What follows belongs to an exercise in optimizing a design on an open flow for small area; a production flow would make more cautious choices.
RTL that was checked went through simulation tests only; none was proved equivalent to the original.
No activity file was given, so power comes from the tool's default toggle rates.

## esc_top
module esc_top #(
  parameter int tick_div = 64,
  parameter int debounce = 3
) (
  input  logic                              clk,
  input  logic                              reset,
  input  logic [esc_pkg::axil_addr_w-1:0]   awaddr,
  input  logic                              awvalid,
  output logic                              awready,
  input  logic [esc_pkg::axil_data_w-1:0]   wdata,
  input  logic [esc_pkg::axil_data_w/8-1:0] wstrb,
  input  logic                              wvalid,
  output logic                              wready,
  output logic [1:0]                        bresp,
  output logic                              bvalid,
  input  logic                              bready,
  input  logic [esc_pkg::axil_addr_w-1:0]   araddr,
  input  logic                              arvalid,
  output logic                              arready,
  output logic [esc_pkg::axil_data_w-1:0]   rdata,
  output logic [1:0]                        rresp,
  output logic                              rvalid,
  input  logic                              rready,
  input  logic                              encoder_a,
  input  logic                              encoder_b,
  input  logic                              pwm_en,
  output logic                              motor_positive,
  output logic                              motor_negative
);
Settings: LEC_CHECK=0, ABC_AREA=1, CAP_MARGIN=20, CORE_MARGIN=2, CORE_UTILIZATION=40, SLEW_MARGIN=20, SYNTH_HIERARCHICAL=1; clock period 20.0 ns.
standard.sh (not shown) runs the stock make flow with config.mk's settings and CLKGATE_MAP_FILE= SYNTH_SCRIPT=/design/flow/synth_recipe.tcl, a recipe that flattens the netlist after the stock synthesis.
==> flow/flow/run.sh <==
#!/bin/bash
# Layout flow: the standard flow (standard.sh, unchanged synthesis),
# with two settings passed to ORFS's make:
#  - the input and output port buffers are sky130_fd_sc_hd__buf_1 (the
#    standard flow's buffer_ports picks a larger delay buffer);
#  - clock tree synthesis without dummy loads, with its own buffer list and
#    sink clustering (the standard flow's CTS_ARGS replaces ORFS's default arguments).
# Each tool's full output is in the ORFS logs under orfs/logs/, and make's
# output in flow_make.log in this folder.
set -euo pipefail
cd "$(dirname "$0")/.."
bash standard.sh \
  "BUFFER_PORTS_ARGS=-buffer_cell sky130_fd_sc_hd__buf_1" \
  "CTS_ARGS=-sink_clustering_enable -repair_clock_nets -dont_use_dummy_load -buf_list sky130_fd_sc_hd__clkbuf_8 -sink_clustering_size 15 -sink_clustering_max_diameter 60" \
  finish > flow_make.log 2>&1
The starting point produced a clean layout.
Rerun with:
==> flow/run.sh (new file) <==
#!/bin/bash
# synth_recipe.tcl (not shown) runs the flow's synth.tcl, then flattens the netlist and writes it again
# the make line also repeats each setting of config.mk as NAME=value (left out here)
make -C /OpenROAD-flow-scripts/flow DESIGN_CONFIG=/design/flow/config.mk WORK_HOME=/design/flow/orfs CLKGATE_MAP_FILE= SYNTH_SCRIPT=/design/flow/synth_recipe.tcl finish
Settings changed: CTS_BUF_LIST from default to sky130_fd_sc_hd__clkbuf_8, CTS_CLUSTER_DIAMETER from default to 60, CTS_CLUSTER_SIZE from default to 15.
removed: flow/flow/run.sh
removed: flow/standard.sh
The new run completed without violations.
Design area climbs by 3.4%.
Clock power climbs by 22%.
Critical path depth drops by 1.
Global-route usage stays flat.
Rerun with:
Settings changed: CTS_BUF_LIST sky130_fd_sc_hd__clkbuf_8 to sky130_fd_sc_hd__clkbuf_16, CTS_CLUSTER_DIAMETER 60 to 100, CTS_CLUSTER_SIZE 15 to 30.
Design area hardly moves.
Setup slack is worse by 0.068 ns.
Critical path depth stays the same.
Non-clock buffer count stays the same.
Routed wire length goes down by 0.36%.
Via count is about the same.
Power goes up by 2.7%.
Synthesized cell count does not change.

---

Another version of the RTL of esc_top (not shown whole).
Size in the first run: ~2100 cells after synthesis, ~290 flip-flops, roughly 110 I/O pins.
export LEC_CHECK = 0
export ABC_AREA = 1
export CAP_MARGIN = 20
export CORE_MARGIN = 2
export CORE_UTILIZATION = 40
export SLEW_MARGIN = 20
export SYNTH_HIERARCHICAL = 1
create_clock -name core_clock -period 20.0 [get_ports {clk}]
==> flow/flow/run.sh <==
#!/bin/bash
# Layout flow: the standard flow (standard.sh, unchanged synthesis),
# with two settings passed to ORFS's make:
#  - the input and output port buffers are sky130_fd_sc_hd__buf_1 (the
#    standard flow's buffer_ports picks a larger delay buffer);
#  - clock tree synthesis without dummy loads, with its own buffer list and
#    sink clustering (the standard flow's CTS_ARGS replaces ORFS's default arguments).
# Each tool's full output is in the ORFS logs under orfs/logs/, and make's
# output in flow_make.log in this folder.
set -euo pipefail
cd "$(dirname "$0")/.."
bash standard.sh \
  "BUFFER_PORTS_ARGS=-buffer_cell sky130_fd_sc_hd__buf_1" \
  "CTS_ARGS=-sink_clustering_enable -repair_clock_nets -dont_use_dummy_load -buf_list sky130_fd_sc_hd__clkbuf_4 -sink_clustering_size 10 -sink_clustering_max_diameter 50" \
  finish > flow_make.log 2>&1
The starting point finished clean.
Edit:
--- a/flow/flow/run.sh
+++ b/flow/flow/run.sh
@@ -13,3 +13,3 @@
   "BUFFER_PORTS_ARGS=-buffer_cell sky130_fd_sc_hd__buf_1" \
-  "CTS_ARGS=-sink_clustering_enable -repair_clock_nets -dont_use_dummy_load -buf_list sky130_fd_sc_hd__clkbuf_4 -sink_clustering_size 10 -sink_clustering_max_diameter 50" \
+  "CTS_ARGS=-sink_clustering_enable -repair_clock_nets -dont_use_dummy_load -buf_list sky130_fd_sc_hd__clkbuf_8 -sink_clustering_size 15 -sink_clustering_max_diameter 60" \
   finish > flow_make.log 2>&1
The new run went through all stages and came out clean. Cell area went up by 0.36%. Power went up by 2.8%. Sequential power is about the same. Area after synthesis stays the same. Setup slack improved by 0.070 ns. Utilization went up by 0.15 points. Global-route usage went down by 0.28 points. Non-clock buffer count stays the same. Combinational power barely changes.
Function was not checked in any run of this note: the RTL went through the layout flow alone.

==> re-timing with driven ports <==
The results above use ideal ports. As a check the final layouts listed here were re-extracted and re-timed, cells and wires unchanged.
Step 1: set_driving_cell puts a clkbuf_16 on clk and a buf_2 on each other input, an assumption about the parent block.
Step 2 also shifts input and output timing later by t, the mid clock arrival at the registers, as if the neighbouring blocks saw the same clock.
a / b / c = ideal ports / drivers / drivers and shift; a / b = the first two.
run	t, ns	setup slack, ns	pins driven straight from the clock port
the first run of note 1	0.633	1.687 / 1.687 / 1.687	1
the second run of note 1	0.676	1.214 / 1.214 / 1.214	1
the third run of note 1	0.571	1.145 / 1.145 / 1.145	1
the first run of note 2	0.764	1.572 / 1.572 / 1.572	1
the second run of note 2	0.655	1.642 / 1.642 / 1.642	1
After both steps setup and hold are still met in every run listed.
